What follows belongs to an exercise in optimizing a design on an open flow for small area, a short achievable clock period and few clock cycles; a production flow would make more cautious choices.
Function was checked by simulation only, so behaviour that the tests miss may differ from the original.

`config.mk`:
```
export PLATFORM = sky130hd
export DESIGN_NAME = raster_top
export DESIGN_NICKNAME = raster_top
export VERILOG_FILES = /design/flow/design.v
export SDC_FILE = /design/flow/constraint.sdc
export NUM_CORES = 8
export LEC_CHECK = 0
export ABC_AREA = 1
export ABC_CLOCK_PERIOD_IN_PS = 40000
export CAP_MARGIN = 20
export CELL_PAD_IN_SITES_DETAIL_PLACEMENT = 1
export CELL_PAD_IN_SITES_GLOBAL_PLACEMENT = 2
export CORE_MARGIN = 2
export CORE_UTILIZATION = 35
export CTS_CLUSTER_DIAMETER = 150
export CTS_CLUSTER_SIZE = 16
export GPL_ROUTABILITY_DRIVEN = 1
export SLEW_MARGIN = 20
```
`constraint.sdc`:
```
create_clock -name core_clock -period 220.0 [get_ports {clk_i}]
set_input_delay 44.0000 -clock core_clock [delete_from_list [all_inputs] [get_ports {clk_i}]]
set_output_delay 44.0000 -clock core_clock [all_outputs]
set_load 0.01 [all_outputs]
```
`design.v`:
```
package raster_pkg;
    typedef logic signed [32-1:0] fix_t;
    typedef logic [$clog2(320 > 240 ? 320 : 240)-1:0] coord_t;
    typedef logic [$clog2(8 + 1)-1:0] count_t;
    typedef logic [6-1:0] addr_t;
    localparam fix_t FIX_ONE = fix_t'(1) <<< 16;
    localparam addr_t REG_CTRL     = 6'h00;
    localparam addr_t REG_STATUS   = 6'h04;
    localparam addr_t REG_V0X      = 6'h08;
    localparam addr_t REG_V0Y      = 6'h0C;
    localparam addr_t REG_V1X      = 6'h10;
    localparam addr_t REG_V1Y      = 6'h14;
    localparam addr_t REG_V2X      = 6'h18;
    localparam addr_t REG_V2Y      = 6'h1C;
    localparam addr_t REG_FRAG_POS = 6'h20;
    localparam addr_t REG_FRAG_L0  = 6'h24;
    localparam addr_t REG_FRAG_L1  = 6'h28;
    localparam addr_t REG_FRAG_L2  = 6'h2C;
    localparam addr_t REG_FRAG_POP = 6'h30;
endpackage
`timescale 1ns/1ps
module raster_top (
    input  logic                clk_i,
    input  logic                nrst_i,
    input  raster_pkg::addr_t   s_awaddr_i,
    input  logic                s_awvalid_i,
    output logic                s_awready_o,
    input  logic [31:0]         s_wdata_i,
    input  logic                s_wvalid_i,
    output logic                s_wready_o,
    output logic                s_bvalid_o,
    input  logic                s_bready_i,
    input  raster_pkg::addr_t   s_araddr_i,
    input  logic                s_arvalid_i,
    output logic                s_arready_o,
    output logic [31:0]         s_rdata_o,
    output logic                s_rvalid_o,
    input  logic                s_rready_i
);
    function automatic logic [47:0] rca48(input logic [47:0] a, input logic [47:0] b, input logic ci);
        logic c;
        c = ci;
        for (int i = 0; i < 48; i++) begin
            rca48[i] = a[i] ^ b[i] ^ c;
            c = (a[i] & b[i]) | (a[i] & c) | (b[i] & c);
        end
    endfunction
    function automatic logic [32:0] rca33(input logic [32:0] a, input logic [32:0] b, input logic ci);
        logic c;
        c = ci;
        for (int i = 0; i < 33; i++) begin
            rca33[i] = a[i] ^ b[i] ^ c;
            c = (a[i] & b[i]) | (a[i] & c) | (b[i] & c);
        end
    endfunction
    function automatic logic [31:0] rca32(input logic [31:0] a, input logic [31:0] b, input logic ci);
        logic c;
        c = ci;
        for (int i = 0; i < 32; i++) begin
            rca32[i] = a[i] ^ b[i] ^ c;
            c = (a[i] & b[i]) | (a[i] & c) | (b[i] & c);
        end
    endfunction
    function automatic logic [16:0] rca17(input logic [16:0] a, input logic [16:0] b, input logic ci);
        logic c;
        c = ci;
        for (int i = 0; i < 17; i++) begin
            rca17[i] = a[i] ^ b[i] ^ c;
            c = (a[i] & b[i]) | (a[i] & c) | (b[i] & c);
        end
    endfunction
    function automatic logic slt16(input logic [15:0] a, input logic [15:0] b);
        logic [16:0] d;
        d = rca17({a[15], a}, ~{b[15], b}, 1'b1);
        slt16 = d[16];
    endfunction
    localparam logic [31:0] ONE = 32'h0001_0000;
    logic [31:0] vx0, vy0, vx1, vy1, vx2, vy2;
    logic        bvalid_q, rvalid_q, rpend_q;
    logic [2:0]  rpaddr_q;
    logic [31:0] rdata_q;
    logic        start_q, pop_q, vwr_q;
    logic        busy_q, culled_q, fast_q, fresh_q, cdone_q, cullr_q;
    logic        walk_q, tval_q, krdy_q, tdrdy_q;
    logic [3:0]  cnt_q, skip_q;
    logic        headv_q;
    logic [5:0]  pcnt_q;
    logic        cpv_q;           
    logic [8:0]  cx_q, cy_q;
    logic [17:0] pp_q;            
    logic        ppv_q;
    logic [2:0]  qrp_q, nq_q;     
    logic [8:0]  sx_q, sy_q, hx_q, hy_q;
    logic [47:0] t0_q, t1_q, td1_q;
    logic [37:0] k1_q, k3_q;
    logic [42:0] td0_q;
    logic [31:0] hl0_q, hl1_q;
    localparam logic [4:0] Q_IDLE = 5'd0,  Q_DET1 = 5'd1,  Q_DET2 = 5'd2,  Q_CCHK = 5'd3,
                           Q_S1   = 5'd4,  Q_S2   = 5'd5,  Q_S3   = 5'd6,  Q_SCHK = 5'd7,
                           Q_E0A  = 5'd8,  Q_E0B  = 5'd9,  Q_E1A  = 5'd10, Q_E1B  = 5'd11,
                           Q_WAITR = 5'd12, Q_T0P = 5'd13, Q_T1P  = 5'd14, Q_K1P  = 5'd15,
                           Q_K3P  = 5'd16, Q_D0A  = 5'd17, Q_D0B  = 5'd18, Q_TD0P = 5'd19,
                           Q_D1A  = 5'd20, Q_D1B  = 5'd21, Q_TD1P = 5'd22, Q_DONE = 5'd23,
                           Q_POS  = 5'd24;
    logic [4:0]  seq_q;
    logic        rc_q;           
    logic        first_q;        
    logic [1:0]  chunk_q;
    logic [47:0] acc_q;
    localparam logic [1:0] D_IDLE = 2'd0, D_ITER = 2'd1, D_RDY = 2'd3;
    logic [1:0]  dst_q;
    logic [31:0] r_q;       
    logic [5:0]  dcnt_q;
    logic        dsign_q;
    logic [15:0] ix0, ix1, ix2, iy0, iy1, iy2;
    logic [15:0] ixmin, ixmax, iymin, iymax;
    logic        lx01, lx02, lx12, ly01, ly02, ly12;
    logic [8:0]  bx0, bx1, by0, by1;
    logic [16:0] xspan, yspan;
    logic        fast_c, inrange;
    assign ix0 = vx0[31:16]; assign ix1 = vx1[31:16]; assign ix2 = vx2[31:16];
    assign iy0 = vy0[31:16]; assign iy1 = vy1[31:16]; assign iy2 = vy2[31:16];
    assign lx01 = slt16(ix0, ix1); assign lx02 = slt16(ix0, ix2); assign lx12 = slt16(ix1, ix2);
    assign ly01 = slt16(iy0, iy1); assign ly02 = slt16(iy0, iy2); assign ly12 = slt16(iy1, iy2);
    assign ixmin = lx01 ? (lx02 ? ix0 : ix2) : (lx12 ? ix1 : ix2);
    assign ixmax = lx01 ? (lx12 ? ix2 : ix1) : (lx02 ? ix2 : ix0);
    assign iymin = ly01 ? (ly02 ? iy0 : iy2) : (ly12 ? iy1 : iy2);
    assign iymax = ly01 ? (ly12 ? iy2 : iy1) : (ly02 ? iy2 : iy0);
    function automatic logic [8:0] clampi(input logic [15:0] v, input logic [8:0] lm1);
        if (v[15]) clampi = 9'd0;
        else if (v > {7'd0, lm1}) clampi = lm1;
        else clampi = v[8:0];
    endfunction
    assign bx0 = clampi(ixmin, 9'd319);
    assign bx1 = clampi(ixmax, 9'd319);
    assign by0 = clampi(iymin, 9'd239);
    assign by1 = clampi(iymax, 9'd239);
    assign xspan = rca17({ixmax[15], ixmax}, ~{ixmin[15], ixmin}, 1'b1);
    assign yspan = rca17({iymax[15], iymax}, ~{iymin[15], iymin}, 1'b1);
    assign fast_c = (xspan < 17'd32) && (yspan < 17'd32) && !ixmax[15] && !iymax[15]
                    && (ixmin[15] || ixmin < 16'd320) && (iymin[15] || iymin < 16'd240);
    assign inrange = (vx0[31] == vx0[30]) && (vy0[31] == vy0[30]) && (vx1[31] == vx1[30])
                     && (vy1[31] == vy1[30]) && (vx2[31] == vx2[30]) && (vy2[31] == vy2[30]);
    logic        prod;           
    logic [3:0]  asel, bsel;
    logic [2:0]  vsel;
    logic [31:0] opa, opb;
    logic [47:0] opv;
    always_comb begin
        prod = 1'b1;
        asel = 4'd0; bsel = 4'd0; vsel = 3'd0;
        case (seq_q)
            Q_DET1: begin asel = 4'd0; bsel = 4'd0; vsel = 3'd0; end   
            Q_DET2: begin asel = 4'd1; bsel = 4'd1; vsel = 3'd4; end   
            Q_S1:   begin asel = 4'd3; bsel = 4'd4; vsel = 3'd0; end   
            Q_S2:   begin asel = 4'd4; bsel = 4'd5; vsel = 3'd4; end   
            Q_S3:   begin asel = 4'd1; bsel = 4'd6; vsel = 3'd4; end   
            Q_E0A:  begin asel = 4'd0; bsel = 4'd2; vsel = 3'd0; end   
            Q_E0B:  begin asel = 4'd1; bsel = 4'd3; vsel = 3'd4; end   
            Q_E1A:  begin asel = 4'd2; bsel = 4'd2; vsel = 3'd0; end   
            Q_E1B:  begin asel = 4'd3; bsel = 4'd3; vsel = 3'd4; end   
            Q_T0P:  begin asel = 4'd5; bsel = 4'd7; vsel = 3'd0; end   
            Q_T1P:  begin asel = 4'd6; bsel = 4'd7; vsel = 3'd0; end   
            Q_K1P:  begin asel = 4'd0; bsel = 4'd7; vsel = 3'd0; end   
            Q_K3P:  begin asel = 4'd2; bsel = 4'd7; vsel = 3'd0; end   
            Q_D0A:  begin asel = 4'd1; bsel = 4'd9; vsel = 3'd0; end   
            Q_D0B:  begin asel = 4'd0; bsel = 4'd8; vsel = 3'd4; end   
            Q_TD0P: begin asel = 4'd7; bsel = 4'd7; vsel = 3'd0; end   
            Q_D1A:  begin asel = 4'd3; bsel = 4'd9; vsel = 3'd0; end   
            Q_D1B:  begin asel = 4'd2; bsel = 4'd8; vsel = 3'd4; end   
            Q_TD1P: begin asel = 4'd8; bsel = 4'd7; vsel = 3'd0; end   
            Q_POS:  begin asel = 4'd9; bsel = wslot[0] ? 4'd10 : 4'd9; vsel = 3'd0; end   
            default: prod = 1'b0;
        endcase
    end
    logic [31:0] ap, aq;
    always_comb begin
        ap = vy1; aq = vy2;
        case (asel)
            4'd0: begin ap = vy1; aq = vy2; end    
            4'd1: begin ap = vx2; aq = vx1; end    
            4'd2: begin ap = vy2; aq = vy0; end    
            4'd3: begin ap = vx0; aq = vx2; end    
            4'd4: begin ap = vx1; aq = vx0; end    
            default: ;
        endcase
    end
    logic [31:0] adiff;
    assign adiff = rca32(ap, ~aq, 1'b1);
    always_comb begin
        case (asel)
            4'd5: opa = t0_q[47:16];
            4'd6: opa = t1_q[47:16];
            4'd7: opa = td0_q[31:0];
            4'd8: opa = td1_q[31:0];
            4'd9: opa = {14'd0, pp_q};
            default: opa = adiff;
        endcase
    end
    logic [31:0] bp, bq;
    logic        bsub;
    always_comb begin
        bp = vx0; bq = vx2; bsub = 1'b1;
        case (bsel)
            4'd0: begin bp = vx0; bq = vx2; bsub = 1'b1; end
            4'd1: begin bp = vy0; bq = vy2; bsub = 1'b1; end
            4'd2: begin bp = {7'd0, sx_q, 16'd0}; bq = vx2; bsub = 1'b1; end
            4'd3: begin bp = {7'd0, sy_q, 16'd0}; bq = vy2; bsub = 1'b1; end
            4'd4: begin bp = vy0; bq = vy2; bsub = 1'b0; end
            4'd5: begin bp = vy1; bq = vy0; bsub = 1'b0; end
            4'd6: begin bp = vy2; bq = vy1; bsub = 1'b0; end
            default: ;
        endcase
    end
    logic [31:0] bsum;
    logic [9:0]  bwd;
    assign bsum = rca32(bp, bsub ? ~bq : bq, bsub);
    assign bwd = {1'b0, bx0} - {1'b0, bx1};
    always_comb begin
        case (bsel)
            4'd7: opb = r_q;
            4'd8: opb = {{22{bwd[9]}}, bwd};
            4'd9: opb = 32'd1;
            4'd10: opb = 32'h0004_0000;
            default: opb = bsum;
        endcase
    end
    always_comb begin
        opv = (vsel != 3'd0) ? td1_q : 48'd0;
    end
    logic        nz1, nz2, nz3;
    logic [1:0]  hib, cur;
    logic [8:0]  win;
    logic        last;
    assign nz1 = !((opb[15:7] == 9'h000) || (opb[15:7] == 9'h1FF));
    assign nz2 = !((opb[23:15] == 9'h000) || (opb[23:15] == 9'h1FF));
    assign nz3 = !((opb[31:23] == 9'h000) || (opb[31:23] == 9'h1FF));
    assign hib = nz3 ? 2'd3 : nz2 ? 2'd2 : nz1 ? 2'd1 : 2'd0;
    assign cur = first_q ? hib : chunk_q;
    always_comb begin
        case (cur)
            2'd0: win = {opb[7:0], 1'b0};
            2'd1: win = opb[15:7];
            2'd2: win = opb[23:15];
            default: win = opb[31:23];
        endcase
    end
    assign last = (cur == 2'd0);
    function automatic logic [34:0] brow(input logic [31:0] a, input logic [2:0] w, input logic flip);
        logic one, two, neg;
        logic [33:0] mag;
        one = w[0] ^ w[1];
        two = (w[2] & !w[1] & !w[0]) | (!w[2] & w[1] & w[0]);
        neg = (w[2] & !(w[1] & w[0])) ^ flip;
        mag = one ? {{2{a[31]}}, a} : two ? {a[31], a, 1'b0} : 34'd0;
        brow = {neg, mag ^ {34{neg}}};
    endfunction
    logic rflip;
    assign rflip = (bsel == 4'd7) && dsign_q && (r_q != 32'h8000_0000);
    logic [34:0] br0, br1, br2, br3;
    logic [3:0]  negs;
    logic [47:0] rows0, r1, r2, r3;
    assign br0 = brow(opa, win[2:0], rflip);
    assign br1 = brow(opa, win[4:2], rflip);
    assign br2 = brow(opa, win[6:4], rflip);
    assign br3 = brow(opa, win[8:6], rflip);
    assign negs = {br3[34], br2[34], br1[34], br0[34]};
    assign rows0 = {br0[33] ? 15'h7FAB : 15'h7FAC, br0[32:0]};
    assign r1 = {12'd0, !br1[33], br1[32:0], 1'b0, negs[0]};
    assign r2 = {10'd0, !br2[33], br2[32:0], 1'b0, negs[1], 2'd0};
    assign r3 = {8'd0, !br3[33], br3[32:0], 1'b0, negs[2], 4'd0};
    logic [47:0] ash, vadd;
    assign ash = first_q ? {40'd0, 1'b0, negs[3], 6'd0} : {acc_q[39:0], 1'b0, negs[3], 6'd0};
    assign vadd = last ? opv : 48'd0;
    logic [47:0] s1a, c1a, s1b, c1b, s2, c2, s3, c3, acc_n;
    always_comb begin
        s1a = rows0 ^ r1 ^ r2;
        c1a = ((rows0 & r1) | (rows0 & r2) | (r1 & r2)) << 1;
        s1b = r3 ^ ash ^ vadd;
        c1b = ((r3 & ash) | (r3 & vadd) | (ash & vadd)) << 1;
        s2 = s1a ^ c1a ^ s1b;
        c2 = ((s1a & c1a) | (s1a & s1b) | (c1a & s1b)) << 1;
        s3 = s2 ^ c2 ^ c1b;
        c3 = ((s2 & c2) | (s2 & c1b) | (c2 & c1b)) << 1;
    end
    assign acc_n = rca48(s3, c3, 1'b0);
    logic pdone;                 
    assign pdone = prod && last;
    logic [47:0] acc_tr;         
    assign acc_tr = {acc_n[47:16], 16'd0};
    logic [31:0] det;
    assign det = acc_q[47:16];
    logic [32:0] dx, dy, ddiff;
    always_comb begin
        dx = {1'b0, k3_q[31:0]}; dy = {1'b0, k1_q[31:0]};
        if (seq_q == Q_CCHK) begin dx = 33'd0; dy = {det[31], det}; end
    end
    assign ddiff = rca33(dx, ~dy, 1'b1);
    logic [31:0] adet;
    assign adet = det[31] ? ddiff[31:0] : det;
    logic [4:0]  dp;
    logic [15:0] h16; logic [7:0] h8; logic [3:0] h4; logic [1:0] h2;
    assign dp[4] = |adet[31:16]; assign h16 = dp[4] ? adet[31:16] : adet[15:0];
    assign dp[3] = |h16[15:8];   assign h8 = dp[3] ? h16[15:8] : h16[7:0];
    assign dp[2] = |h8[7:4];     assign h4 = dp[2] ? h8[7:4] : h8[3:0];
    assign dp[1] = |h4[3:2];     assign h2 = dp[1] ? h4[3:2] : h4[1:0];
    assign dp[0] = h2[1];
    logic        dpw2;
    assign dpw2 = (adet == (32'd1 << dp));
    logic amb, cull_fast;
    assign amb = (det == 32'h0000_0000) || (det == 32'hFFFF_FFFF) || (det == 32'hFFFF_FFFE)
                 || (det == 32'hFFFF_FFFD) || (det == 32'h8000_0000) || (det == 32'h7FFF_FFFF)
                 || (det == 32'h7FFF_FFFE) || (det == 32'h7FFF_FFFD);
    assign cull_fast = !ddiff[31];
    logic [31:0] l0, l1, l2;
    logic        cov, at_xend, at_end, evalp, move_ok, isnew, full, proc, park, adv, inc;
    logic [3:0]  cnt_e, cnt_n, skip_d;
    logic        hv_e, cap_h, rewind;
    logic [4:0]  rel, rel_n;
    assign l0 = t0_q[47:16];
    assign l1 = t1_q[47:16];
    assign l2 = rca32(l0, l1, 1'b0);
    assign cov = !l0[31] && !l1[31] && (l2[31] ? ((l2[30:17] != 14'd0) || (l2[16] && (l2[15:0] != 16'd0)))
                                               : ((l2[30:17] == 14'd0) && (!l2[16] || (l2[15:0] == 16'd0))));
    assign at_xend = (sx_q == bx1);
    assign at_end = at_xend && (sy_q == by1);
    assign evalp = walk_q && tval_q && (krdy_q || !fast_q);
    assign move_ok = at_end || !fast_q || !at_xend || tdrdy_q;
    assign cnt_e = cnt_q - {3'd0, pop_q};
    assign hv_e = headv_q && !pop_q;
    assign isnew = cov && (skip_q == 4'd0);
    assign full = isnew && (cnt_e == 4'd8);
    assign rel = {1'b0, cnt_e} - {1'b0, skip_q};
    assign proc = evalp && !full;
    assign park = cov && (rel == 5'd1) && hv_e && (pcnt_q != 6'd63);
    assign adv = proc && !park && move_ok;
    assign inc = proc && isnew;
    assign cap_h = proc && cov && (rel == 5'd0) && !hv_e;
    assign cnt_n = cnt_e + {3'd0, inc};
    assign skip_d = skip_q + {3'd0, inc} - {3'd0, adv && cov};
    assign rel_n = {1'b0, cnt_n} - {1'b0, skip_d};
    logic        push, at_c, rw_fast, rw_slow, qtake, pcancel;
    logic [2:0]  wslot, qnext;
    logic [3:0]  wsum;
    logic [17:0] qold;
    assign push = !fast_q && inc && (rel != 5'd0) && (rel != 5'd1);
    assign at_c = proc && cov && (rel == 5'd1);
    assign wsum = {1'b0, qrp_q} + {1'b0, nq_q};
    assign wslot = (wsum >= 4'd6) ? wsum[2:0] - 3'd6 : wsum[2:0];
    assign qnext = (qrp_q == 3'd5) ? 3'd0 : qrp_q + 3'd1;
    always_comb begin
        case (qrp_q)
            3'd0: qold = k1_q[17:0];
            3'd1: qold = k1_q[35:18];
            3'd2: qold = k3_q[17:0];
            3'd3: qold = k3_q[35:18];
            3'd4: qold = td0_q[17:0];
            default: qold = td0_q[35:18];
        endcase
    end
    assign qtake = pop_q && !fast_q && (nq_q != 3'd0);                
    assign pcancel = pop_q && !fast_q && (nq_q == 3'd0) && ppv_q;      
    assign rw_fast = fast_q && pop_q && headv_q && !cap_h && !rel_n[4] && (rel_n != 5'd0);
    assign rw_slow = !fast_q && pop_q && !cap_h && (cnt_n != 4'd0);
    assign rewind = rw_fast || rw_slow;
    logic        tstep;
    logic [47:0] t0_step, t1_step;
    assign tstep = adv && !at_end && fast_q;
    assign t0_step = rca48(t0_q, !tstep ? 48'd0 : at_xend ? {{5{td0_q[42]}}, td0_q} : {{10{k1_q[37]}}, k1_q}, 1'b0);
    assign t1_step = rca48(t1_q, !tstep ? 48'd0 : at_xend ? td1_q : {{10{k3_q[37]}}, k3_q}, 1'b0);
    logic wr, rd;
    logic [31:0] rmux, fmux;
    logic [3:0]  ra;
    logic arbsy_q, awrdy_q, arrdy_q;
    assign s_awready_o = awrdy_q;
    assign s_wready_o = awrdy_q;
    assign s_arready_o = arrdy_q;
    assign s_bvalid_o = bvalid_q;
    assign s_rvalid_o = rvalid_q;
    assign s_rdata_o = rdata_q;
    assign wr = s_awvalid_i && s_wvalid_i && awrdy_q;
    assign rd = s_arvalid_i && arrdy_q;
    logic [31:0] hl2;
    assign hl2 = rca32(~hl0_q, ~hl1_q, 1'b1) + 32'h0001_0001;
    logic [31:0] pos;
    assign pos = {(cnt_q != 4'd0), 6'd0, hy_q, 7'd0, hx_q};
    always_comb begin
        case (rpaddr_q)
            3'd2: fmux = vx0;
            3'd3: fmux = vy0;
            3'd4: fmux = vx1;
            3'd5: fmux = vy1;
            3'd6: fmux = vx2;
            default: fmux = vy2;
        endcase
    end
    assign ra = s_araddr_i[5:2];
    always_comb begin
        if (ra[3]) begin
            if (ra[2]) rmux = 32'd0;
            else case (ra[1:0])
                2'd0: rmux = pos;
                2'd1: rmux = hl0_q;
                2'd2: rmux = hl1_q;
                default: rmux = hl2;
            endcase
        end else rmux = (ra[2:0] == 3'd1) ? {20'd0, cnt_q, 6'd0, culled_q, busy_q} : 32'd0;
    end
    logic rslow, hw_d;
    assign rslow = !ra[3] && (ra[2] || ra[1]);
    assign hw_d = (cnt_n != 4'd0) && !(cap_h || (headv_q && !pop_q));
    always_ff @(posedge clk_i or negedge nrst_i) begin
        if (!nrst_i) begin
            bvalid_q <= 1'b0;
            rvalid_q <= 1'b0;
            arbsy_q <= 1'b0;
            awrdy_q <= 1'b0;
            arrdy_q <= 1'b0;
            rpend_q <= 1'b0;
            start_q <= 1'b0;
            pop_q <= 1'b0;
            vwr_q <= 1'b0;
        end else begin
            if (wr) bvalid_q <= 1'b1;
            else if (s_bready_i) bvalid_q <= 1'b0;
            awrdy_q <= !(wr || (bvalid_q && !s_bready_i));
            arrdy_q <= !(rd || hw_d || (arbsy_q && !(!rpend_q && rvalid_q && s_rready_i)));
            start_q <= wr && (s_awaddr_i[5:2] == 4'd0) && s_wdata_i[0];
            pop_q <= wr && (s_awaddr_i[5:2] == 4'd12) && (cnt_q != 4'd0);
            vwr_q <= wr && !s_awaddr_i[5] && (s_awaddr_i[4] || s_awaddr_i[3]);
            if (rd) begin
                arbsy_q <= 1'b1;
                if (rslow) rpend_q <= 1'b1;
                else rvalid_q <= 1'b1;
            end else if (rpend_q) begin
                rpend_q <= 1'b0;
                rvalid_q <= 1'b1;
            end else if (rvalid_q && s_rready_i) begin
                rvalid_q <= 1'b0;
                arbsy_q <= 1'b0;
            end
        end
    end
    always_ff @(posedge clk_i) begin
        if (!arbsy_q) begin
            rdata_q <= rmux;
            rpaddr_q <= ra[2:0];
        end else if (rpend_q) rdata_q <= fmux;
        if (wr) begin
            case (s_awaddr_i[5:2])
                4'd2: vx0 <= s_wdata_i;
                4'd3: vy0 <= s_wdata_i;
                4'd4: vx1 <= s_wdata_i;
                4'd5: vy1 <= s_wdata_i;
                4'd6: vx2 <= s_wdata_i;
                4'd7: vy2 <= s_wdata_i;
                default: ;
            endcase
        end
    end
    logic go, restart, cull_now, cull_ev, rrdy;
    assign rrdy = (dst_q == D_RDY) || (dst_q == D_ITER && dcnt_q == 6'd1);
    assign go = start_q && !busy_q;
    assign restart = vwr_q || (go && !fresh_q);
    assign cull_ev = ((seq_q == Q_CCHK) && inrange && !amb) || (seq_q == Q_SCHK);
    assign cull_now = (seq_q == Q_CCHK) ? cull_fast : !acc_q[47];
    always_ff @(posedge clk_i or negedge nrst_i) begin
        if (!nrst_i) begin
            busy_q <= 1'b0;
            culled_q <= 1'b0;
            fast_q <= 1'b0;
            fresh_q <= 1'b0;
            cdone_q <= 1'b0;
            cullr_q <= 1'b0;
            walk_q <= 1'b0;
            tval_q <= 1'b0;
            krdy_q <= 1'b0;
            tdrdy_q <= 1'b0;
            cnt_q <= 4'd0;
            skip_q <= 4'd0;
            headv_q <= 1'b0;
            pcnt_q <= 6'd0;
            cpv_q <= 1'b0;
            ppv_q <= 1'b0;
            qrp_q <= 3'd0;
            nq_q <= 3'd0;
            seq_q <= Q_IDLE;
            rc_q <= 1'b0;
            first_q <= 1'b1;
            chunk_q <= 2'd0;
            dst_q <= D_IDLE;
        end else begin
            if (prod) begin
                if (last) first_q <= 1'b1;
                else begin
                    first_q <= 1'b0;
                    chunk_q <= cur - 2'd1;
                end
            end
            case (seq_q)
                Q_DET2: if (pdone) seq_q <= Q_CCHK;
                Q_CCHK: begin
                    if (!inrange || amb) seq_q <= Q_S1;
                    else seq_q <= cull_fast ? Q_IDLE : Q_E0A;
                    if (adet[31:16] == 16'd0) fast_q <= 1'b0;
                end
                Q_S3: if (pdone) seq_q <= Q_SCHK;
                Q_SCHK: seq_q <= cull_now ? Q_IDLE : Q_E0A;
                Q_E1B: if (pdone) seq_q <= (rrdy || rc_q) ? Q_T0P : Q_WAITR;
                Q_WAITR: if (rrdy) seq_q <= Q_T0P;
                Q_T1P: if (pdone) begin
                    tval_q <= 1'b1;
                    seq_q <= !fast_q ? Q_DONE : rc_q ? Q_D1A : Q_K1P;
                end
                Q_K3P: if (pdone) begin
                    krdy_q <= 1'b1;
                    seq_q <= Q_D0A;
                end
                Q_TD1P: if (pdone) begin
                    tdrdy_q <= 1'b1;
                    seq_q <= Q_DONE;
                end
                Q_POS: if (pdone) seq_q <= Q_DONE;
                Q_DONE: if (ppv_q && !pcancel) seq_q <= Q_POS;
                else if (walk_q && !tval_q && !rewind) begin
                    seq_q <= Q_E0A;
                    rc_q <= 1'b1;
                    if (fast_q) tdrdy_q <= 1'b0;
                end
                Q_IDLE: ;
                default: if (pdone) seq_q <= seq_q + 5'd1;
            endcase
            if ((rewind && rc_q && seq_q != Q_IDLE && seq_q != Q_POS) || (pcancel && seq_q == Q_POS)) begin
                seq_q <= Q_DONE;
                first_q <= 1'b1;
            end
            if (cull_ev) begin
                cdone_q <= 1'b1;
                cullr_q <= cull_now;
            end
            case (dst_q)
                D_IDLE: if (seq_q == Q_CCHK) dst_q <= (det == 32'd0) ? D_RDY : D_ITER;
                D_ITER: if (dcnt_q == 6'd1) dst_q <= D_RDY;
                default: ;
            endcase
            cnt_q <= cnt_n;
            if (cap_h) headv_q <= 1'b1;
            else if (pop_q) headv_q <= 1'b0;
            if (evalp && park) begin
                if (pcnt_q != 6'd63) pcnt_q <= pcnt_q + 6'd1;
            end else pcnt_q <= 6'd0;
            if (at_c) cpv_q <= 1'b1;
            else if (pop_q) cpv_q <= qtake || pcancel;
            if (push) ppv_q <= 1'b1;
            else if (pcancel || (seq_q == Q_POS && pdone)) ppv_q <= 1'b0;
            if (qtake) qrp_q <= qnext;
            if (qtake && !(seq_q == Q_POS && pdone)) nq_q <= nq_q - 3'd1;
            else if (!qtake && seq_q == Q_POS && pdone) nq_q <= nq_q + 3'd1;
            if (rewind) begin
                skip_q <= cpv_q ? cnt_n : cnt_n + 4'd1;
                walk_q <= 1'b1;
                tval_q <= 1'b0;        
            end else begin
                skip_q <= skip_d;
                if (adv) begin
                    if (at_end) begin
                        walk_q <= 1'b0;
                        if (skip_d == 4'd0) busy_q <= 1'b0;
                    end else if (!fast_q) tval_q <= 1'b0;
                end
            end
            if (busy_q && cull_ev && cull_now) begin
                busy_q <= 1'b0;
                culled_q <= 1'b1;
                walk_q <= 1'b0;
            end
            if (restart) begin
                seq_q <= Q_DET1;
                rc_q <= 1'b0;
                first_q <= 1'b1;
                dst_q <= D_IDLE;
                tval_q <= 1'b0;
                krdy_q <= 1'b0;
                tdrdy_q <= 1'b0;
                cdone_q <= 1'b0;
                fast_q <= fast_c;
                fresh_q <= 1'b1;
                walk_q <= 1'b0;
            end
            if (go) begin
                fresh_q <= 1'b0;
                cnt_q <= 4'd0;
                skip_q <= 4'd0;
                cpv_q <= 1'b0;
                ppv_q <= 1'b0;
                qrp_q <= 3'd0;
                nq_q <= 3'd0;
                headv_q <= 1'b0;
                if (fresh_q && ((cdone_q && cullr_q) || (cull_ev && cull_now))) begin
                    busy_q <= 1'b0;
                    culled_q <= 1'b1;
                    walk_q <= 1'b0;
                end else begin
                    busy_q <= 1'b1;
                    culled_q <= 1'b0;
                    walk_q <= 1'b1;
                end
            end
        end
    end
    always_ff @(posedge clk_i) begin
        acc_q <= acc_n;         
        t0_q <= (pdone && (seq_q == Q_E0B || seq_q == Q_T0P)) ? acc_n : t0_step;
        t1_q <= (pdone && (seq_q == Q_E1B || seq_q == Q_T1P)) ? acc_n : t1_step;
    end
    always_ff @(posedge clk_i) begin
        if (restart) begin
            sx_q <= bx0;
            sy_q <= by0;
        end else begin
            if (at_c) begin
                cx_q <= sx_q;
                cy_q <= sy_q;
            end else if (qtake) begin
                cx_q <= qold[17:9];
                cy_q <= qold[8:0];
            end else if (pcancel) begin
                cx_q <= pp_q[17:9];
                cy_q <= pp_q[8:0];
            end
            if (push) pp_q <= {sx_q, sy_q};
            if (seq_q == Q_POS && pdone) begin
                case (wslot)
                    3'd0: k1_q[17:0] <= acc_n[17:0];
                    3'd1: k1_q[35:18] <= acc_n[35:18];
                    3'd2: k3_q[17:0] <= acc_n[17:0];
                    3'd3: k3_q[35:18] <= acc_n[35:18];
                    3'd4: td0_q[17:0] <= acc_n[17:0];
                    default: td0_q[35:18] <= acc_n[35:18];
                endcase
            end
            if (rewind) begin
                sx_q <= cpv_q ? cx_q : hx_q;
                sy_q <= cpv_q ? cy_q : hy_q;
            end else begin
                if (adv && !at_end) begin
                    if (at_xend) begin
                        sx_q <= bx0;
                        sy_q <= sy_q + 9'd1;
                    end else sx_q <= sx_q + 9'd1;
                end
            end
            if (pdone) begin
                case (seq_q)
                    Q_DET1, Q_S1, Q_S2, Q_E0A, Q_E1A: td1_q <= acc_tr;
                    Q_D0A, Q_D1A, Q_D1B, Q_TD1P: td1_q <= acc_n;
                    Q_D0B, Q_TD0P: td0_q <= acc_n[42:0];
                    Q_K1P: k1_q <= acc_n[37:0];
                    Q_K3P: k3_q <= acc_n[37:0];
                    default: ;
                endcase
            end
            if (cap_h) begin
                hx_q <= sx_q; hy_q <= sy_q;
                hl0_q <= l0; hl1_q <= l1;
            end
            if (seq_q == Q_CCHK) begin
                k1_q[31:0] <= adet;
                k3_q[31:0] <= dpw2 ? 32'd0 : 32'd2 << dp;
                dcnt_q <= 6'd32 - {1'b0, dp};
                dsign_q <= det[31];
                r_q <= {31'd0, dpw2};
            end else if (dst_q == D_ITER) begin
                k3_q[31:0] <= (ddiff[32] ? k3_q[31:0] : ddiff[31:0]) << 1;
                r_q <= {r_q[30:0], !ddiff[32]};
                dcnt_q <= dcnt_q - 6'd1;
            end
        end
    end
endmodule
```
`flow/run.sh`:
```
#!/bin/bash
# Own flow: the standard layout (standard.sh, unchanged synthesis) with
# two changes: port buffers are buf_2 instead of the default delay buffer,
# and the timing repair steps improve every path whose slack is below the
# margin, so the paths from the inputs and to the outputs get sized too.
set -o pipefail
export BUFFER_PORTS_ARGS="-buffer_cell sky130_fd_sc_hd__buf_4"
export SETUP_SLACK_MARGIN=174.6
bash standard.sh > standard.log 2>&1
```
`standard.sh`:
```
#!/bin/bash
# synth_recipe.tcl (not shown) runs the flow's synth.tcl, then flattens the netlist and writes it again
# the make line also repeats each setting of config.mk as NAME=value (left out here)
make -C /OpenROAD-flow-scripts/flow DESIGN_CONFIG=/design/flow/config.mk WORK_HOME=/design/flow/orfs CLKGATE_MAP_FILE= SYNTH_SCRIPT=/design/flow/synth_recipe.tcl "${@:-finish}"
```
==> key figures, run 1 <==
Timing
  – Period minus WS final: about 45 ns
  – Final hold violation count: 0
  – Slew Limit Headroom: 21.3%
  – Number of pins exceeding their max-slew limit in the final report: 0
  – Setup Skew: ~0.046 ns
  – Finish-stage setup viols: 0
  – Setup total negative slack: 0 ns
  – RSZ-0062 raised after global routing: yes
  – Highest clock rate: 0.0220 GHz
  – Transition time of the tightest slew-check pin: ~1.2 ns
  – Fraction of the cycle the final worst path needs: 20.7%
  – PnR worst setup slack: 174.56 ns

Global routing
  – Initial antenna violation count: 11
  – Number of global-route vias before repair: between 50000 and 60000
  – Largest net degree at the start of global routing: 96
  – GRT overflow: 0
  – Total global-route track usage: 34.4%
  – Wire length of the first global-routing pass: 438000 um

Floorplanning
  – Top-level port count: 88
  – Die Height: around 420 um
  – Starting Density: roughly a third
  – Overall die area: approximately 0.18 sq mm
  – Number of placement rows: roughly 150
  – Total core area: roughly 0.17 sq mm
  – Width of the die: 421 um

Logic synthesis
  – Most frequent cell after synthesis: sky130_fd_sc_hd__nand2_1
  – Fraction of registers with async set or reset after synthesis: under 10%
  – Warnings from Yosys: 1
  – Synth Area per Inst: 8.35 sq um
  – Sequential-to-total area share from yosys stat: 34.9%
  – Top cells by area in the synthesized netlist: sky130_fd_sc_hd__edfxtp_1 (28%), sky130_fd_sc_hd__fa_1 (15%), sky130_fd_sc_hd__nand2_1 (7.9%), sky130_fd_sc_hd__inv_1 (6.7%), sky130_fd_sc_hd__o21ai_0 (6.0%)
  – Number of synthesized flops with an enable pin: 569
  – Most used standard cells in the synthesized netlist: sky130_fd_sc_hd__nand2_1 (1277), sky130_fd_sc_hd__inv_1 (1092), sky130_fd_sc_hd__o21ai_0 (736)
  – Nets in the synthesized netlist: roughly 7900
  – Most area-hungry cell type in the Yosys netlist: sky130_fd_sc_hd__edfxtp_1
  – Cell Area, Synth: between 0.06 and 0.07 sq mm
  – Commonest register cell after synthesis: sky130_fd_sc_hd__edfxtp_1
  – Synthesized instance count: 7299
  – Number of synthesized register bits: 766
  – Fraction of synthesized cell area taken by the top area cell type: 28.0%
  – Number of distinct library cells after synthesis: ~80

CTS
  – Number of clock buffers inserted by TritonCTS: 53
  – Clock tree from TritonCTS: done
  – Buffer type at the clock tree root: sky130_fd_sc_hd__clkbuf_16
  – Largest buffer count on any clock path: 3
  – Register clock-pin slew on the reported worst setup and hold paths: 0.08 ns
  – CTS Hold Bufs: 0
  – Clock net sink count: 766
  – Skew-Pair Late Insertion Delay: 0.75 ns
  – Setup repair bufs after CTS: 0
  – Number of H-tree levels: 2

Detailed routing
  – DRT Pass-1 Iters: 6
  – Number of vias per cell: around 5.8
  – Number of vias after detailed routing: ~55000
  – Average wire per standard cell: 32.4 um
  – DRC violation total after the first TritonRoute iteration: 5222
  – Antenna-violating nets left: 0
  – Total DRC errors in the routed layout: 0
  – Final Routed Wirelength: roughly 310000 um

Setup path
  – CP Launch Type: flip-flop
  – Crit-path max FO: 1
  – Nature of the critical path endpoint: output pin
  – Maximum single-stage delay on the critical path: between 0.5 and 0.6 ns
  – Data required time of the critical path: about 180 ns
  – Family of cells with the greatest summed delay on the critical path: flip-flops
  – Worst path cell trace: buf_6
  – Total buffers and inverters traversed by the critical path: 1
  – Crit Path Category: reg -> out
  – Max stage delay cell, worst path: sky130_fd_sc_hd__edfxtp_1
  – CP Data Arrival Time: 1.44 ns

Flow run
  – Max-cap check violation count: 0

Placement
  – GP Congestion: 0.970
  – DP Cell Count: 9477
  – HPWL Detailed: 241000 um
  – Number of port buffers: 83
  – Pre-CTS worst setup slack: 173.59 ns

Layout
  – Ratio of cells with drive above 1 in the final layout: under 10%
  – Count of non-filler cells in the finished layout: 9579
  – Area overhead of the layout relative to synthesis: 8.32%
  – Number of nets in the final layout: 7806
  – Final core utilization: 38.1%

Outcome
  – Run status: complete, no violations

Hold path
  – Hold Crit Class: reg -> reg
[flip-flops by register name, summed over array words and instances, names as in the netlist, 38 cells and up]
register and count:
k1_q 38, acc_q 48, td1_q 48, td0_q 43, t0_q 48, k3_q 38
t1_q 48
[cell families after synthesis]
logic type / count (synthesis) / share of synthesized area [%]
XOR/XNOR: 228 / 3.33
AND/OR/NAND/NOR: 2276 / 15.7
AO/OA/AOI/OAI: 1955 / 19.5
adder cells (fa/ha/maj): 548 / 16.8
multiplexers: 2 / 0.0349
flip-flops: 766 / 34.9
buffers and inverters: 1524 / 9.65
[final timing paths]
path                            start      endpoint  slack [ns]  depth (start not counted)
setup reg to reg             seq_q[2]      t0_q[47]      176.91                        136
max in group asynchronous      nrst_i    chunk_q[0]      175.85                          2
hold / removal              pcnt_q[0]     pcnt_q[0]        0.47                          1
min in group asynchronous      nrst_i      seq_q[3]       43.05                          1
setup / recovery           rdata_q[2]  s_rdata_o[2]      174.56                          1
hold reg to reg             pcnt_q[0]     pcnt_q[0]        0.47                          1
[final cells by class]
| class | count | area, sq um |
|---|---|---|
| clock buffer | 97 | 1500 |
| clock inverter | 3 | 66.3 |
| inverter | 1135 | 4290 |
| fill | 20700 | 107000 |
| timing repair buffer | 242 | 1860 |
| tap | 2325 | 2910 |
| sequential | 766 | 21300 |
| antenna | 2 | 5.00 |
| multi-input combinational | 5009 | 34100 |
[layer usage]
layer / global-route usage [%] / vias to the layer above / share of wire (%)
met5: 0 / - / 0.012
met3: 4.26 / 472 / 5.4
met1: 46.0 / 28500 / 43
met2: 55.1 / 1859 / 46
li1: - / 24600 / -
met4: 16.5 / 8 / 5.7
[metrics by stage]
stage          hold slack, ns  area [sq um]
2_1_floorplan           0.432         61100
3_3_place_gp            0.457         64400
3_5_place_dp            0.466         64400
4_1_cts                 0.477         66000
5_1_grt                 0.505         66000
6_report                0.475         66000
[layout by cell type, fill, tap and decap left out, drive strengths merged, types with 44 or more instances in the layout]
cell,Yosys,layout
buf,90,242
nor3,64,64
xor2,208,208
a211oi,79,79
nand4,68,68
nor4,44,44
o22ai,281,281
o211ai,147,147
a221oi,98,98
dfrtp,52,52
o21ai,841,841
inv,1124,1125
nand2,1293,1293
clkbuf,299,97
o221ai,48,48
dfxtp,144,144
fa,454,454
ha,94,94
edfxtp,569,569
nor2,515,515
nand3,253,253
a21oi,262,262
[what timing repair did]
| action | CTS | global route |
|---|---|---|
| pin swaps | 0 | 0 |
| endpoints found under the hold margin | 0 | 0 |
| gates resized for setup | 11 | 0 |
| endpoints found under the setup margin | 14 | 3 |
Testbench counts, summed over its fixed seeds: cycles 33,452.
==> run 2, diff against run 1 <==
--- a/flow/run.sh
+++ b/flow/run.sh
@@ -4,6 +4,6 @@
 # and the timing repair steps improve every path whose slack is below the
 # margin, so the paths from the inputs and to the outputs get sized too.
 set -o pipefail
-export BUFFER_PORTS_ARGS="-buffer_cell sky130_fd_sc_hd__buf_4"
+export BUFFER_PORTS_ARGS="-buffer_cell sky130_fd_sc_hd__buf_2"
 export SETUP_SLACK_MARGIN=174.6
 bash standard.sh > standard.log 2>&1
--- a/config.mk
+++ b/config.mk
@@ -13,6 +13,7 @@
 export CORE_MARGIN = 2
 export CORE_UTILIZATION = 35
 export CTS_CLUSTER_DIAMETER = 150
-export CTS_CLUSTER_SIZE = 16
+export CTS_CLUSTER_SIZE = 20
 export GPL_ROUTABILITY_DRIVEN = 1
+export PLACE_DENSITY = 0.75
 export SLEW_MARGIN = 20
==> key figures, run 2 <==
Layout
  – Ratio of cells with drive above 1 in the final layout: 6.29% (-0.24 points)
  – Number of nets in the final layout: 7784 (-0.28%)
  – Final core utilization: 37.7% (-0.33 points)
  – Most common cell after layout, fill and taps aside: sky130_fd_sc_hd__nand2_1
  – Area overhead of the layout relative to synthesis: 7.38%
  – Count of non-filler cells in the finished layout: 9556 (-0.24%)
  – Most used cells in the layout excluding fill and tap cells: sky130_fd_sc_hd__nand2_1 (1272), sky130_fd_sc_hd__inv_1 (1085), sky130_fd_sc_hd__o21ai_0 (734)
  – Design Area, Final: 0.0654 sq mm (-0.87%)

Logic synthesis
  – Sequential-to-total area share from yosys stat: 34.9% (unchanged)
  – Cell Area, Synth: 0.0609 sq mm (unchanged)
  – Most used standard cells in the synthesized netlist: sky130_fd_sc_hd__nand2_1 (1277), sky130_fd_sc_hd__inv_1 (1092), sky130_fd_sc_hd__o21ai_0 (736)
  – Commonest register cell after synthesis: sky130_fd_sc_hd__edfxtp_1
  – Number of synthesized register bits: 766 (unchanged)
  – Synth Area per Inst: 8.35 sq um (unchanged)
  – Number of distinct library cells after synthesis: 81 (unchanged)
  – Fraction of synthesized cell area taken by the top area cell type: 28.0% (unchanged)
  – Most area-hungry cell type in the Yosys netlist: sky130_fd_sc_hd__edfxtp_1
  – Top cells by area in the synthesized netlist: sky130_fd_sc_hd__edfxtp_1 (28%), sky130_fd_sc_hd__fa_1 (15%), sky130_fd_sc_hd__nand2_1 (7.9%), sky130_fd_sc_hd__inv_1 (6.7%), sky130_fd_sc_hd__o21ai_0 (6.0%)
  – Most frequent cell after synthesis: sky130_fd_sc_hd__nand2_1
  – Fraction of registers with async set or reset after synthesis: 6.92% (unchanged)
  – Synthesized instance count: 7299 (unchanged)
  – Warnings from Yosys: 1 (unchanged)
  – Number of synthesized flops with an enable pin: 569 (unchanged)
  – Nets in the synthesized netlist: 7898 (unchanged)

Timing
  – Transition time of the tightest slew-check pin: 1.22 ns (+0.0454 ns)
  – Fraction of the cycle the final worst path needs: 20.6% (-0.028 points)
  – Setup Skew: 0.0520 ns (+0.00593 ns)
  – Highest clock rate: 0.0220 GHz (+0.14%)
  – Setup total negative slack: 0 ns (unchanged)
  – RSZ-0062 raised after global routing: no
  – Slew Limit Headroom: 17.5% (-3.8 points)
  – Number of pins exceeding their max-slew limit in the final report: 0 (unchanged)
  – Finish-stage setup viols: 0 (unchanged)
  – Final hold violation count: 0 (unchanged)
  – Period minus WS final: 45.38 ns (-0.0620 ns)

CTS
  – Register clock-pin slew on the reported worst setup and hold paths: 0.10 ns (+0.02 ns)
  – Buffer type at the clock tree root: sky130_fd_sc_hd__clkbuf_16
  – Clock net sink count: 766 (unchanged)
  – Clock tree from TritonCTS: done
  – Number of H-tree levels: 2 (unchanged)
  – Largest buffer count on any clock path: 3 (unchanged)
  – Number of clock buffers inserted by TritonCTS: 44 (-17%)
  – Skew-Pair Late Insertion Delay: 0.72 ns (-0.03 ns)
  – CTS Hold Bufs: 0 (unchanged)

Setup path
  – FF-to-FF path depth: 133 (-2.2%)
  – R2r setup slk: 178.00 ns (+1.09 ns)
  – Worst r2r src: seq_q[2]
  – CP Launch Type: input pin
  – Reg-to-reg critical path endpoint: td1_q[47]
  – Nature of the critical path endpoint: flip-flop
  – Crit-path max FO: 39 (+38)
  – CP Data Arrival Time: 45.77 ns (+44.33 ns)
  – Crit Path Category: in -> reg
  – Data required time of the critical path: 220.40 ns (+44.40 ns)

Floorplanning
  – Top-level port count: 88 (unchanged)
  – Number of placement rows: 153 (unchanged)
  – Total core area: 0.173 sq mm (unchanged)
  – Die Height: 421 um (unchanged)
  – Width of the die: 421 um (unchanged)
  – Starting Density: 35.1% (unchanged)
  – Overall die area: 0.177 sq mm (unchanged)

Detailed routing
  – Final Routed Wirelength: 291000 um (-6.2%)
  – Antenna-violating nets left: 0 (unchanged)
  – Number of vias per cell: 5.85 (+1.1%)
  – Number of vias after detailed routing: 55900 (+0.85%)
  – Total DRC errors in the routed layout: 0 (unchanged)
  – DRT Pass-1 Iters: 8 (+2)
  – DRC violation total after the first TritonRoute iteration: 6071 (+16%)
  – Average wire per standard cell: 30.4 um (-6.0%)

Flow run
  – Max-cap check violation count: 0 (unchanged)

Placement
  – HPWL Detailed: 225000 um (-6.3%)
  – DP Cell Count: 9464 (-0.14%)
  – Number of port buffers: 83 (unchanged)
  – GP Congestion: 0.948 (-2.2%)
  – Post-DP Area: 0.0641 sq mm (-0.51%)

Hold path
  – Number of stages on the worst hold path: 1 (unchanged)
  – Hold Crit Class: reg -> reg
  – Endpoint with the worst hold slack: pcnt_q[0]
  – Hold path startpoint: pcnt_q[0]

Global routing
  – Largest net degree at the start of global routing: 96 (unchanged)
  – Initial antenna violation count: 17 (+6)
  – Number of global-route vias before repair: 56200 (+0.83%)
  – Total global-route track usage: 32.1% (-2.2 points)
  – Wire length of the first global-routing pass: 416000 um (-4.8%)
  – GRT overflow: 0 (unchanged)

Outcome
  – Run status: complete, no violations
run 2: cell counts after synthesis:
Identical to the previous run, type by type.
run 2: area by class of cell:
class / instances / area, sq um
Multi-Input combinational cell: 5009 / 34100
Sequential cell: 766 / 21300
Fill cell: 20700 / 108000
Antenna cell: 10 / 25.0
Clock buffer: 77 / 1250
Tap cell: 2325 / 2910
Clock inverter: 5 / 61.3
Timing Repair Buffer: 229 / 1520
Inverter: 1135 / 4290
run 2: logic make-up after synthesis:
family          synth area share, %
flops                          34.9
compound gates                 19.5
xor+xnor                       3.33
fa+ha+maj                      16.8
simple gates                   15.7
mux                          0.0349
buf+inv                        9.65
run 2: what timing repair did:
item,4_1_cts,5_1_grt
endpoints found under the hold margin,0,0
gates cloned,0,0
endpoints found under the setup margin,19,2
resized for setup,7,2
buffers inserted,0,0
run 2: metal layers:
layer	share of wire (%)	track usage, %	wire length [um]	vias up
met1	41	42.3	120000	28500
li1	-	-	-	24600
met5	0.052	0	151	-
met3	7.2	5.13	20800	548
met2	46	51.8	134000	2284
met4	5.4	14.7	15700	24
run 2: worst max-delay path, stage by stage:
cell and delay, ns:
sky130_fd_sc_hd__buf_2 0.09, sky130_fd_sc_hd__buf_6 0.29, sky130_fd_sc_hd__nor2_2 0.10, sky130_fd_sc_hd__buf_4 0.23, sky130_fd_sc_hd__inv_1 0.18, sky130_fd_sc_hd__nand2_1 0.12, sky130_fd_sc_hd__o32ai_1 0.72
run 2: stage by stage:
stage               worst slack [ns]  hold WS [ns]
floorplan                     174.23         0.432
global placement              173.12         0.447
detailed placement            173.05         0.464
CTS                           174.61         0.479
global route                  174.60         0.518
finish                        174.63         0.475
run 2: worst max-delay path by stage:
stage / end / startpoint / slack, ns / cells past startpoint
final: rdata_q[13] / s_araddr_i[3] / 174.63 / 7
after global routing: rdata_q[8] / s_araddr_i[2] / 174.60 / 10
after CTS: s_rdata_o[16] / rdata_q[16] / 174.61 / 1
after detailed placement: rdata_q[8] / s_araddr_i[2] / 173.05 / 10
after global placement: rdata_q[8] / s_araddr_i[2] / 173.12 / 8
after floorplan: vy1[0] / s_awvalid_i / 174.23 / 2
==> run 3, diff against run 2 <==
--- a/config.mk
+++ b/config.mk
@@ -14,6 +14,5 @@
 export CORE_UTILIZATION = 35
 export CTS_CLUSTER_DIAMETER = 150
 export CTS_CLUSTER_SIZE = 20
-export GPL_ROUTABILITY_DRIVEN = 1
-export PLACE_DENSITY = 0.75
+export GPL_ROUTABILITY_DRIVEN = 0
 export SLEW_MARGIN = 20
==> key figures, run 3 <==
Outcome
  – Run status: complete, no violations

Timing
  – Final hold violation count: 0 (unchanged)
  – Finish-stage setup viols: 0 (unchanged)
  – Number of pins exceeding their max-slew limit in the final report: 0 (unchanged)
  – Setup Skew: 0.0495 ns (-0.00247 ns)
  – PnR worst setup slack: 174.61 ns (-0.0160 ns)
  – Transition time of the tightest slew-check pin: 1.31 ns (+0.0843 ns)
  – Fraction of the cycle the final worst path needs: 20.6% (about the same)
  – Highest clock rate: 0.0220 GHz (about the same)
  – RSZ-0062 raised after global routing: yes
  – Setup total negative slack: 0 ns (unchanged)
  – Slew Limit Headroom: 12.7% (-4.8 points)
  – Period minus WS final: 45.39 ns (+0.0160 ns)

Detailed routing
  – DRT Pass-1 Iters: 9 (+1)
  – Number of vias after detailed routing: 55600 (-0.47%)
  – Final Routed Wirelength: 311000 um (+7.0%)
  – Antenna-violating nets left: 0 (unchanged)
  – Total DRC errors in the routed layout: 0 (unchanged)
  – Average wire per standard cell: 32.5 um (+6.9%)
  – Number of vias per cell: 5.81 (-0.62%)
  – DRC violation total after the first TritonRoute iteration: 5376 (-11%)

Hold path
  – Number of stages on the worst hold path: 1 (unchanged)
  – Hold path startpoint: pcnt_q[0]
  – Endpoint with the worst hold slack: pcnt_q[0]
  – Hold Crit Class: reg -> reg

Logic synthesis
  – Cell Area, Synth: 0.0609 sq mm (unchanged)
  – Commonest register cell after synthesis: sky130_fd_sc_hd__edfxtp_1
  – Most frequent cell after synthesis: sky130_fd_sc_hd__nand2_1
  – Sequential-to-total area share from yosys stat: 34.9% (unchanged)
  – Synthesized instance count: 7299 (unchanged)
  – Number of distinct library cells after synthesis: 81 (unchanged)
  – Most used standard cells in the synthesized netlist: sky130_fd_sc_hd__nand2_1 (1277), sky130_fd_sc_hd__inv_1 (1092), sky130_fd_sc_hd__o21ai_0 (736)
  – Number of synthesized flops with an enable pin: 569 (unchanged)
  – Synth Area per Inst: 8.35 sq um (unchanged)
  – Most area-hungry cell type in the Yosys netlist: sky130_fd_sc_hd__edfxtp_1
  – Top cells by area in the synthesized netlist: sky130_fd_sc_hd__edfxtp_1 (28%), sky130_fd_sc_hd__fa_1 (15%), sky130_fd_sc_hd__nand2_1 (7.9%), sky130_fd_sc_hd__inv_1 (6.7%), sky130_fd_sc_hd__o21ai_0 (6.0%)
  – Number of synthesized register bits: 766 (unchanged)
  – Warnings from Yosys: 1 (unchanged)
  – Nets in the synthesized netlist: 7898 (unchanged)
  – Fraction of synthesized cell area taken by the top area cell type: 28.0% (unchanged)
  – Fraction of registers with async set or reset after synthesis: 6.92% (unchanged)

CTS
  – Largest buffer count on any clock path: 3 (unchanged)
  – Register clock-pin slew on the reported worst setup and hold paths: 0.10 ns (about the same)
  – Setup repair bufs after CTS: 0 (unchanged)
  – Buffer type at the clock tree root: sky130_fd_sc_hd__clkbuf_16
  – Skew-Pair Late Insertion Delay: 0.71 ns (about the same)
  – Post-CTS Resized: 5 (-2)
  – Number of H-tree levels: 2 (unchanged)
  – Clock net sink count: 766 (unchanged)
  – Clock tree from TritonCTS: done
  – Number of clock buffers inserted by TritonCTS: 44 (unchanged)
  – CTS Hold Bufs: 0 (unchanged)

Setup path
  – Worst path cell trace: buf_2
  – R2r setup slk: 177.30 ns (-0.70 ns)
  – Total buffers and inverters traversed by the critical path: 1 (-3)
  – Reg-to-reg critical path endpoint: t0_q[47]
  – Crit Path Category: reg -> out
  – FF-to-FF path depth: 143 (+7.5%)
  – Logic depth of the worst setup path including buffers: 1 (-6)
  – Maximum single-stage delay on the critical path: 0.53 ns (-0.19 ns)
  – Data required time of the critical path: 176.00 ns (-44.40 ns)
  – CP Data Arrival Time: 1.39 ns (-44.38 ns)
  – Family of cells with the greatest summed delay on the critical path: flip-flops
  – Worst r2r src: seq_q[2]
  – Crit-path max FO: 1 (-97%)
  – CP Launch Type: flip-flop
  – Nature of the critical path endpoint: output pin
  – Max stage delay cell, worst path: sky130_fd_sc_hd__edfxtp_1

Layout
  – Number of nets in the final layout: 7802 (+0.23%)
  – Most used cells in the layout excluding fill and tap cells: sky130_fd_sc_hd__nand2_1 (1272), sky130_fd_sc_hd__inv_1 (1083), sky130_fd_sc_hd__o21ai_0 (735)
  – Most common cell after layout, fill and taps aside: sky130_fd_sc_hd__nand2_1
  – Area overhead of the layout relative to synthesis: 7.70%
  – Ratio of cells with drive above 1 in the final layout: 6.55% (+0.26 points)

Placement
  – HPWL Detailed: 241000 um (+6.9%)
  – Pre-CTS worst setup slack: 173.45 ns (+0.395 ns)
  – Number of port buffers: 83 (unchanged)

Floorplanning
  – Width of the die: 421 um (unchanged)
  – Starting Density: 35.1% (unchanged)
  – Total core area: 0.173 sq mm (unchanged)
  – Top-level port count: 88 (unchanged)
  – Die Height: 421 um (unchanged)
  – Number of placement rows: 153 (unchanged)
  – Overall die area: 0.177 sq mm (unchanged)

Flow run
  – Max-cap check violation count: 0 (unchanged)

Global routing
  – Number of global-route vias before repair: 55700 (-0.91%)
  – GRT overflow: 0 (unchanged)
  – Total global-route track usage: 34.4% (+2.3 points)
  – Initial antenna violation count: 13 (-4)
  – Largest net degree at the start of global routing: 97 (+1.0%)
  – Wire length of the first global-routing pass: 439000 um (+5.4%)
==> run 3: final cells by class <==
cell class / count / area, sq um
timing repair buffer: 247 / 1690
clock inverter: 5 / 105
sequential: 766 / 21300
multi-input combinational: 5009 / 34100
fill: 20500 / 108000
tap: 2325 / 2910
inverter: 1135 / 4290
antenna: 6 / 15.0
clock buffer: 77 / 1250
==> run 3: worst max-delay path by stage <==
stage,slack (ns),endpoint,startpoint
after floorplan,174.23,vy1[0],s_awvalid_i
after global placement,173.45,rdata_q[4],s_araddr_i[2]
after detailed placement,173.45,rdata_q[4],s_araddr_i[2]
after CTS,174.56,s_rdata_o[2],rdata_q[2]
after global routing,174.58,s_rdata_o[2],rdata_q[2]
final,174.61,s_rdata_o[2],rdata_q[2]
==> run 3: logic make-up (layout without fill, tap and decap cells) <==
group	count (synthesis)	in the layout	share of synthesized area, %
compound gates	1955	1955	19.5
xor+xnor	228	228	3.33
fa+ha+maj	548	548	16.8
buf+inv	1524	1464	9.65
flops	766	766	34.9
mux	2	2	0.0349
other cells	0	6	0
simple gates	2276	2276	15.7
==> run 3: stage by stage <==
stage	area (sq um)	cells	hold slack (ns)	util, %
final	65600	9570	0.468	37.8
after floorplan	61100	7299	0.432	-
after CTS	65600	9564	0.474	37.8
after detailed placement	64200	9482	0.460	37.0
after global routing	65600	9565	0.519	37.8
after global placement	64200	9480	0.452	37.0
==> run 3: per-layer routing <==
layer	vias up	wire length (um)	part of all wire (%)	track usage, %
met5	-	13	0.0042	0
met4	2	18600	6.0	17.6
met3	445	15300	4.9	3.26
met2	1877	142000	46	54.8
met1	28700	135000	43	46.7
li1	24600	-	-	-
==> run 4, diff against run 3 <==
--- a/config.mk
+++ b/config.mk
@@ -14,5 +14,5 @@
 export CORE_UTILIZATION = 35
 export CTS_CLUSTER_DIAMETER = 150
 export CTS_CLUSTER_SIZE = 20
-export GPL_ROUTABILITY_DRIVEN = 0
+export GPL_ROUTABILITY_DRIVEN = 1
 export SLEW_MARGIN = 20
==> key figures, run 4 <==
Outcome
  – Run status: complete, no violations

Timing
  – Final-layout worst hold slack: 0.477 ns (+0.00885 ns)
  – Setup Skew: 0.0581 ns (+0.00858 ns)
  – Period minus WS final: 45.45 ns (+0.0580 ns)
  – Fraction of the cycle the final worst path needs: 20.7% (+0.026 points)
  – Highest clock rate: 0.0220 GHz (-0.13%)
  – Setup total negative slack: 0 ns (unchanged)
  – Slew Limit Headroom: 15.6% (+2.9 points)
  – Number of pins exceeding their max-slew limit in the final report: 0 (unchanged)
  – Final hold violation count: 0 (unchanged)
  – PnR worst setup slack: 174.55 ns (-0.0580 ns)
  – Transition time of the tightest slew-check pin: 1.26 ns (-0.0443 ns)
  – RSZ-0062 raised after global routing: yes
  – Finish-stage setup viols: 0 (unchanged)

Detailed routing
  – Number of vias per cell: 5.81 (about the same)
  – Number of vias after detailed routing: 55500 (-0.17%)
  – Total DRC errors in the routed layout: 0 (unchanged)
  – DRT Pass-1 Iters: 6 (-3)
  – DRC violation total after the first TritonRoute iteration: 5495 (+2.2%)
  – Average wire per standard cell: 32.5 um (-0.19%)
  – Final Routed Wirelength: 310000 um (-0.29%)
  – Antenna-violating nets left: 0 (unchanged)

CTS
  – Largest buffer count on any clock path: 3 (unchanged)
  – Skew-Pair Late Insertion Delay: 0.72 ns (about the same)
  – CTS Hold Bufs: 0 (unchanged)
  – Setup repair bufs after CTS: 0 (unchanged)
  – Clock net sink count: 766 (unchanged)
  – Buffer type at the clock tree root: sky130_fd_sc_hd__clkbuf_16
  – Register clock-pin slew on the reported worst setup and hold paths: 0.09 ns (about the same)
  – Number of H-tree levels: 2 (unchanged)
  – Clock tree from TritonCTS: done
  – Number of clock buffers inserted by TritonCTS: 44 (unchanged)

Logic synthesis
  – Top cells by area in the synthesized netlist: sky130_fd_sc_hd__edfxtp_1 (28%), sky130_fd_sc_hd__fa_1 (15%), sky130_fd_sc_hd__nand2_1 (7.9%), sky130_fd_sc_hd__inv_1 (6.7%), sky130_fd_sc_hd__o21ai_0 (6.0%)
  – Fraction of synthesized cell area taken by the top area cell type: 28.0% (unchanged)
  – Fraction of registers with async set or reset after synthesis: 6.92% (unchanged)
  – Sequential-to-total area share from yosys stat: 34.9% (unchanged)
  – Number of synthesized flops with an enable pin: 569 (unchanged)
  – Commonest register cell after synthesis: sky130_fd_sc_hd__edfxtp_1
  – Most frequent cell after synthesis: sky130_fd_sc_hd__nand2_1
  – Most used standard cells in the synthesized netlist: sky130_fd_sc_hd__nand2_1 (1277), sky130_fd_sc_hd__inv_1 (1092), sky130_fd_sc_hd__o21ai_0 (736)
  – Synthesized instance count: 7299 (unchanged)
  – Nets in the synthesized netlist: 7898 (unchanged)
  – Cell Area, Synth: 0.0609 sq mm (unchanged)
  – Synth Area per Inst: 8.35 sq um (unchanged)
  – Most area-hungry cell type in the Yosys netlist: sky130_fd_sc_hd__edfxtp_1
  – Number of synthesized register bits: 766 (unchanged)
  – Warnings from Yosys: 1 (unchanged)
  – Number of distinct library cells after synthesis: 81 (unchanged)

Layout
  – Number of nets in the final layout: 7796 (-0.077%)
  – Final core utilization: 37.8% (-0.058 points)
  – Area occupied by multi-input gates: 0.0341 sq mm (about the same)
  – Most common cell after layout, fill and taps aside: sky130_fd_sc_hd__nand2_1
  – Design Area, Final: 0.0655 sq mm (-0.15%)
  – Ratio of cells with drive above 1 in the final layout: 6.43% (-0.12 points)
  – Number of filler cells placed in the layout: 20600 (+0.18%)
  – Most used cells in the layout excluding fill and tap cells: sky130_fd_sc_hd__nand2_1 (1272), sky130_fd_sc_hd__inv_1 (1083), sky130_fd_sc_hd__o21ai_0 (733)
  – Count of non-filler cells in the finished layout: 9560 (-0.10%)
  – FF+latch area: 0.0213 sq mm (unchanged)
  – Area overhead of the layout relative to synthesis: 7.53%

Global routing
  – Largest net degree at the start of global routing: 96 (-1.0%)
  – Number of global-route vias before repair: 55800 (+0.27%)
  – Total global-route track usage: 34.2% (-0.21 points)
  – GRT overflow: 0 (unchanged)
  – Wire length of the first global-routing pass: 436000 um (-0.56%)
  – Initial antenna violation count: 20 (+7)

Floorplanning
  – Die Height: 421 um (unchanged)
  – Total core area: 0.173 sq mm (unchanged)
  – Width of the die: 421 um (unchanged)
  – Overall die area: 0.177 sq mm (unchanged)
  – Top-level port count: 88 (unchanged)
  – Starting Density: 35.1% (unchanged)
  – Number of placement rows: 153 (unchanged)

Placement
  – Pre-CTS worst setup slack: 173.50 ns (+0.0470 ns)
  – DP Cell Count: 9476 (-0.063%)
  – Number of port buffers: 83 (unchanged)
  – HPWL Detailed: 240000 um (-0.28%)
  – GP Congestion: 0.949
  – Post-DP Area: 0.0642 sq mm (about the same)

Hold path
  – Hold Crit Class: reg -> reg

Setup path
  – Crit-path max FO: 1 (unchanged)
  – Worst path cell trace: buf_2
  – Total buffers and inverters traversed by the critical path: 1 (unchanged)
  – Maximum single-stage delay on the critical path: 0.55 ns (+0.02 ns)
  – CP Launch Type: flip-flop
  – Nature of the critical path endpoint: output pin
  – Family of cells with the greatest summed delay on the critical path: flip-flops
  – CP Data Arrival Time: 1.45 ns (+0.06 ns)
  – Max stage delay cell, worst path: sky130_fd_sc_hd__edfxtp_1
  – Data required time of the critical path: 176.00 ns (about the same)
  – Crit Path Category: reg -> out

Flow run
  – Max-cap check violation count: 0 (unchanged)
## run 4: cells by family (layout without fill, tap and decap cells)
| family | Yosys count | in the layout | synth area share (%) |
|---|---|---|---|
| AO/OA/AOI/OAI | 1955 | 1955 | 19.5 |
| XOR/XNOR | 228 | 228 | 3.33 |
| adder cells (fa/ha/maj) | 548 | 548 | 16.8 |
| buffers and inverters | 1524 | 1457 | 9.65 |
| flip-flops | 766 | 766 | 34.9 |
| multiplexers | 2 | 2 | 0.0349 |
| other | 0 | 3 | 0 |
| AND/OR/NAND/NOR | 2276 | 2276 | 15.7 |
## run 4: worst paths after layout
path	to	slack [ns]	depth (start not counted)	startpoint
setup / recovery	s_rdata_o[5]	174.55	1	rdata_q[5]
min in group asynchronous	seq_q[2]	43.17	1	nrst_i
hold / removal	pcnt_q[0]	0.48	1	pcnt_q[0]
setup reg to reg	t0_q[47]	176.62	141	seq_q[0]
max in group asynchronous	chunk_q[0]	175.81	2	nrst_i
hold reg to reg	pcnt_q[0]	0.48	1	pcnt_q[0]
## run 4: cell type report
type                            count  area share (%)
Multi-Input combinational cell   5009            52.0
Antenna cell                        3          0.0115
Inverter                         1135            6.54
Clock buffer                       76            1.90
Clock inverter                      5           0.130
Sequential cell                   766            32.5
Timing Repair Buffer              241            2.50
Tap cell                         2325            4.44
## run 4: metal layers
metal  global-route usage (%)  vias to the layer above  routed length (um)
li1                         -                    24600                   -
met1                     45.9                    28500              133000
met2                     54.5                     1940              141000
met3                     3.95                      520               16600
met4                     17.6                       16               19300
met5                        0                        -                 100
## run 4: repair_timing
| action | in CTS | in global routing |
|---|---|---|
| resized for setup | 3 | 2 |
| pin swaps | 0 | 0 |
| endpoints found under the setup margin | 13 | 10 |

[re-timing with driven ports]
In the flow no input, the clock included, has a driving cell. The finished layouts below were timed again as built, in two steps.
Step 1 sets driving cells, clkbuf_16 on the clock port and buf_2 on the other inputs (assumed; they add their load-dependent delay and slew).
Step 2 moves the port delays by t, midway between the first and last clock arrival at a register: inputs arrive t later, outputs are due t later. That takes back most of the time a late clock gives input paths.
Three values: no drivers, after step 1, after step 2; two values: the first two.
run	t (ns)	slack for setup (ns)	clock arrival spread, ns	pins driven straight from the clock port
run 1	0.820	174.563 / 174.474 / 173.884	0.047 / 0.046	1
run 2	0.778	174.625 / 174.578 / 173.911	0.052 / 0.052	1
run 3	0.781	174.609 / 174.517 / 173.916	0.050 / 0.050	1
run 4	0.778	174.551 / 174.467 / 173.890	0.058 / 0.058	1
After both steps setup and hold are still met in every run listed. For run 2, which loses most, drivers alone change the setup slack by -0.047 ns; drivers and shift together by -0.714 ns.
